This design comes from an exercise in tuning for small area, a short achievable clock period and few clock cycles per item on the open sky130 flow, not from production work.
The RTL was checked by simulation tests, not by an equivalence proof against the original design.

==> trial 35: inputs <==
// mem_stage
module mem_stage (
    input  wire        clk,
    input  wire        rst_n,
    input  wire        req_valid,
    input  wire [2:0]  req_funct3,
    input  wire        req_is_store,
    input  wire [4:0]  req_rd,
    input  wire [31:0] req_base,
    input  wire [11:0] req_imm,
    input  wire [31:0] req_store_data,
    output wire        rsp_valid,
    output wire [4:0]  rsp_rd,
    output wire [31:0] rsp_load_data,
    output wire        rsp_fault,
    output wire        rsp_was_store
);
==> module mem_stage, before the edit <==
module mem_stage (
    input  wire        clk,
    input  wire        rst_n,
    input  wire        req_valid,
    input  wire [2:0]  req_funct3,
    input  wire        req_is_store,
    input  wire [4:0]  req_rd,
    input  wire [31:0] req_base,
    input  wire [11:0] req_imm,
    input  wire [31:0] req_store_data,
    output wire        rsp_valid,
    output wire [4:0]  rsp_rd,
    output wire [31:0] rsp_load_data,
    output wire        rsp_fault,
    output wire        rsp_was_store
);
    wire [9:0] addr = req_base[9:0] + req_imm[9:0];  
    logic bad_code, misaligned, fault;
    always_comb begin
        bad_code   = 1'b0;
        misaligned = 1'b0;
        case (req_funct3)
            3'd0: ;
            3'd4: bad_code = req_is_store;
            3'd1: misaligned = addr[0];
            3'd5: begin bad_code = req_is_store; misaligned = addr[0]; end
            3'd2: misaligned = |addr[1:0];
            default: bad_code = 1'b1;
        endcase
    end
    assign fault = bad_code | misaligned;
    logic [3:0]  wstrobe;
    logic [31:0] wdata;
    always_comb begin
        case (req_funct3[1:0])
            2'd0: begin
                wdata   = {4{req_store_data[7:0]}};
                wstrobe = 4'b0001 << addr[1:0];
            end
            2'd1: begin
                wdata   = {2{req_store_data[15:0]}};
                wstrobe = addr[1] ? 4'b1100 : 4'b0011;
            end
            default: begin
                wdata   = req_store_data;
                wstrobe = 4'b1111;
            end
        endcase
    end
    logic        v1;
    logic [3:0]  we1;
    logic [31:0] wd1;
    logic [15:0] sel_lo, sel_hi;  
    logic [1:0]  off1;
    logic [2:0]  f3_1;
    logic        ld_ok1, fault1, st1;
    logic [4:0]  rd1;
    always_ff @(posedge clk) begin
        if (!rst_n) begin
            v1  <= 1'b0;
            we1 <= 4'b0;
        end else begin
            v1  <= req_valid;
            we1 <= (req_valid & req_is_store & ~fault) ? wstrobe : 4'b0;
        end
    end
    always_ff @(posedge clk) begin
        wd1    <= wdata;
        sel_lo <= 16'b1 << addr[5:2];
        sel_hi <= 16'b1 << addr[9:6];
        off1   <= addr[1:0];
        f3_1   <= req_funct3;
        ld_ok1 <= ~req_is_store & ~fault;
        fault1 <= fault;
        st1    <= req_is_store;
        rd1    <= req_rd;
    end
    logic [255:0] wl;  
    logic [31:0] mem [256];
    logic [31:0] rword;
    genvar gw;
    generate
        for (gw = 0; gw < 256; gw++) begin : g_word
            assign wl[gw] = sel_lo[gw % 16] & sel_hi[gw / 16];
            always_ff @(posedge clk) begin
                if (wl[gw] & we1[0]) mem[gw][7:0]   <= wd1[7:0];
                if (wl[gw] & we1[1]) mem[gw][15:8]  <= wd1[15:8];
                if (wl[gw] & we1[2]) mem[gw][23:16] <= wd1[23:16];
                if (wl[gw] & we1[3]) mem[gw][31:24] <= wd1[31:24];
            end
        end
    endgenerate
    always_comb begin
        rword = 32'b0;
        for (int w = 0; w < 256; w++) rword = rword | ({32{wl[w]}} & mem[w]);
    end
    logic        v2;
    logic [31:0] rw2;
    logic [1:0]  off2;
    logic [2:0]  f3_2;
    logic        ld_ok2, fault2, st2;
    logic [4:0]  rd2;
    always_ff @(posedge clk) begin
        if (!rst_n) v2 <= 1'b0;
        else        v2 <= v1;
    end
    always_ff @(posedge clk) begin
        rw2    <= rword;
        off2   <= off1;
        f3_2   <= f3_1;
        ld_ok2 <= ld_ok1;
        fault2 <= fault1;
        st2    <= st1;
        rd2    <= rd1;
    end
    wire [7:0]  rbyte = rw2[{off2, 3'b000} +: 8];
    wire [15:0] rhalf = rw2[{off2[1], 4'b0000} +: 16];
    logic [31:0] ldata;
    always_comb begin
        case (f3_2)
            3'd0:    ldata = {{24{rbyte[7]}}, rbyte};
            3'd4:    ldata = {24'h0, rbyte};
            3'd1:    ldata = {{16{rhalf[15]}}, rhalf};
            3'd5:    ldata = {16'h0, rhalf};
            default: ldata = rw2;
        endcase
        if (!ld_ok2) ldata = 32'b0;
    end
    logic        v3;
    logic [31:0] ld3;
    logic        fault3, st3;
    logic [4:0]  rd3;
    always_ff @(posedge clk) begin
        if (!rst_n) v3 <= 1'b0;
        else        v3 <= v2;
    end
    always_ff @(posedge clk) begin
        ld3    <= ldata;
        fault3 <= fault2;
        st3    <= st2;
        rd3    <= rd2;
    end
    assign rsp_valid     = v3;
    assign rsp_rd        = rd3;
    assign rsp_load_data = ld3;
    assign rsp_fault     = fault3;
    assign rsp_was_store = st3;
endmodule
make LEC_CHECK=0 ABC_CLOCK_PERIOD_IN_PS=3000 CAP_MARGIN=30 CORE_MARGIN=2 CORE_UTILIZATION=55 CTS_CLUSTER_DIAMETER=100 CTS_CLUSTER_SIZE=30 PLACE_DENSITY=0.65 SETUP_SLACK_MARGIN=3.6 SLEW_MARGIN=50 SYNTH_MEMORY_MAX_BITS=16384 finish   # period 7.0 ns
run.sh (not shown) runs the stock make flow with config.mk's settings and CLKGATE_MAP_FILE= SYNTH_SCRIPT=/design/flow/synth_recipe.tcl, a recipe that flattens the netlist after the stock synthesis.
==> trial 79 (differences from trial 35) <==
--- a/flow/design.v
+++ b/flow/design.v
@@ -79,5 +79,4 @@
     logic [255:0] wl;  
     logic [31:0] mem [256];
-    logic [31:0] rword;
     genvar gw;
     generate
@@ -92,10 +91,13 @@
         end
     endgenerate
+    logic [3:0][31:0] part;
     always_comb begin
-        rword = 32'b0;
-        for (int w = 0; w < 256; w++) rword = rword | ({32{wl[w]}} & mem[w]);
+        for (int q = 0; q < 4; q++) begin
+            part[q] = 32'b0;
+            for (int w = 64 * q; w < 64 * q + 64; w++) part[q] = part[q] | ({32{wl[w]}} & mem[w]);
+        end
     end
     logic        v2;
-    logic [31:0] rw2;
+    logic [3:0][31:0] part2;
     logic [1:0]  off2;
     logic [2:0]  f3_2;
@@ -107,5 +109,5 @@
     end
     always_ff @(posedge clk) begin
-        rw2    <= rword;
+        part2  <= part;
         off2   <= off1;
         f3_2   <= f3_1;
@@ -115,4 +117,5 @@
         rd2    <= rd1;
     end
+    wire [31:0] rw2 = part2[0] | part2[1] | part2[2] | part2[3];
     wire [7:0]  rbyte = rw2[{off2, 3'b000} +: 8];
     wire [15:0] rhalf = rw2[{off2[1], 4'b0000} +: 16];
==> flow/config.mk (replaced) <==
export PLATFORM = sky130hd
export DESIGN_NAME = mem_stage
export DESIGN_NICKNAME = mem_stage
export VERILOG_FILES = /design/flow/design.v
export SDC_FILE = /design/flow/constraint.sdc
export NUM_CORES = 4
export LEC_CHECK = 0
export ABC_CLOCK_PERIOD_IN_PS = 2500
export CAP_MARGIN = 30
export CORE_MARGIN = 2
export CORE_UTILIZATION = 55
export CTS_CLUSTER_DIAMETER = 80
export CTS_CLUSTER_SIZE = 25
export PLACE_DENSITY = 0.65
export SETUP_SLACK_MARGIN = 4.1
export SLEW_MARGIN = 50
export SYNTH_MEMORY_MAX_BITS = 16384
==> build 29 (differences from trial 35) <==
--- a/flow/design.v
+++ b/flow/design.v
@@ -52,5 +52,5 @@
     logic [3:0]  we1;
     logic [31:0] wd1;
-    logic [15:0] sel_lo, sel_hi;  
+    logic [7:0]  wa1;
     logic [1:0]  off1;
     logic [2:0]  f3_1;
@@ -68,6 +68,5 @@
     always_ff @(posedge clk) begin
         wd1    <= wdata;
-        sel_lo <= 16'b1 << addr[5:2];
-        sel_hi <= 16'b1 << addr[9:6];
+        wa1    <= addr[9:2];
         off1   <= addr[1:0];
         f3_1   <= req_funct3;
@@ -77,5 +76,10 @@
         rd1    <= req_rd;
     end
+    logic [15:0] sel_lo, sel_hi;
     logic [255:0] wl;  
+    always_comb begin
+        sel_lo = 16'b0; sel_lo[wa1[3:0]] = 1'b1;
+        sel_hi = 16'b0; sel_hi[wa1[7:4]] = 1'b1;
+    end
     logic [31:0] mem [256];
     logic [31:0] rword;
==> flow/config.mk (replaced) <==
export PLATFORM = sky130hd
export DESIGN_NAME = mem_stage
export DESIGN_NICKNAME = mem_stage
export VERILOG_FILES = /design/flow/design.v
export SDC_FILE = /design/flow/constraint.sdc
export NUM_CORES = 4
export LEC_CHECK = 0
export CAP_MARGIN = 30
export CORE_MARGIN = 2
export CORE_UTILIZATION = 30
export PLACE_DENSITY = 0.38
export SLEW_MARGIN = 50
export SYNTH_MEMORY_MAX_BITS = 16384
==> comparison <==
Build 29 finished clean. Trial 35 never finished: it broke off in global routing on GRT-0232. Trial 79 went through all stages and came out clean.
Sequential share of layout area: trial 79 is higher than build 29 (8.3 points).
Synthesized cell count: trial 79 is higher than trial 35 (1.6%).
Between trial 79 and build 29, the lower first-iteration DRC count is in trial 79 (gap about 16%, measured against build 29).
In build 29 the fmax is smaller than in trial 79, by 48%.
Setup slack: build 29 is lower than trial 79 (2.9 ns).
==> figures <==
metric                                                                           build 29                  trial 79                trial 35
Number of inserted filler cells in the final layout                                 96908                     40439                       -
Diode insertion count for antenna repair                                              314                       175                       -
Result of the run                                        no timing/DRC/antenna violations  no timing/DRC/antenna violations  stopped before the end
Failing step                                                                            -                         -          global routing
Endpoint of the lowest-slack register-to-register path                             rw2[8]                  part2[0]                       -
Sequential Area                                                                249000 um2                252000 um2                       -
Total of max-cap violations                                                             0                         0                       -
Fraction of final layout cells with drive strength greater than 1                   0.201                    0.0905                       -
Detailed placer's ending HPWL                                                  1320000 um                 635000 um              1470000 um
Hold_ws                                                                          0.325 ns                  0.322 ns                       -
Critical Path End Type                                                          flip-flop                output pin                       -
Slowest CP cell                                                    sky130_fd_sc_hd__or4_1  sky130_fd_sc_hd__dfxtp_4                       -
Met3 wirelength from detailed routing                                           228000 um                 173000 um                       -
Testbench counts of trial 35, summed over its fixed seeds: cycles 12,008, items 12,000.
Testbench counts of trial 79, summed over its fixed seeds: cycles 12,008, items 12,000.
Testbench counts of build 29, summed over its fixed seeds: cycles 12,008, items 12,000.

## re-timing with driven ports
How much do the figures lean on ideal ports? The routed layouts below were timed once more, with nothing changed but the port constraints. Step 1 sets driving cells, clkbuf_16 on the clock port and buf_2 on the other inputs (assumed; they add their load-dependent delay and slew). Step 2 also shifts input and output timing later by t, the mid clock arrival at the registers, as if the neighbouring blocks saw the same clock. Slacks: ideal / step 1 / step 2; pairs: ideal / step 1.
| run | shift t [ns] | setup WS [ns] | latest minus earliest clock arrival (ns) | cell pins on the clock port's net |
|---|---|---|---|---|
| trial 79 | 1.220 | 3.890 / 3.749 / 3.012 | 0.094 / 0.093 | 1 |
| build 29 | 1.405 | 1.030 / 1.030 / 1.030 | 0.081 / 0.081 | 1 |
After both steps every run listed still meets setup and hold. For trial 79, which loses most, drivers alone change the setup slack by -0.141 ns; drivers and shift together by -0.878 ns.
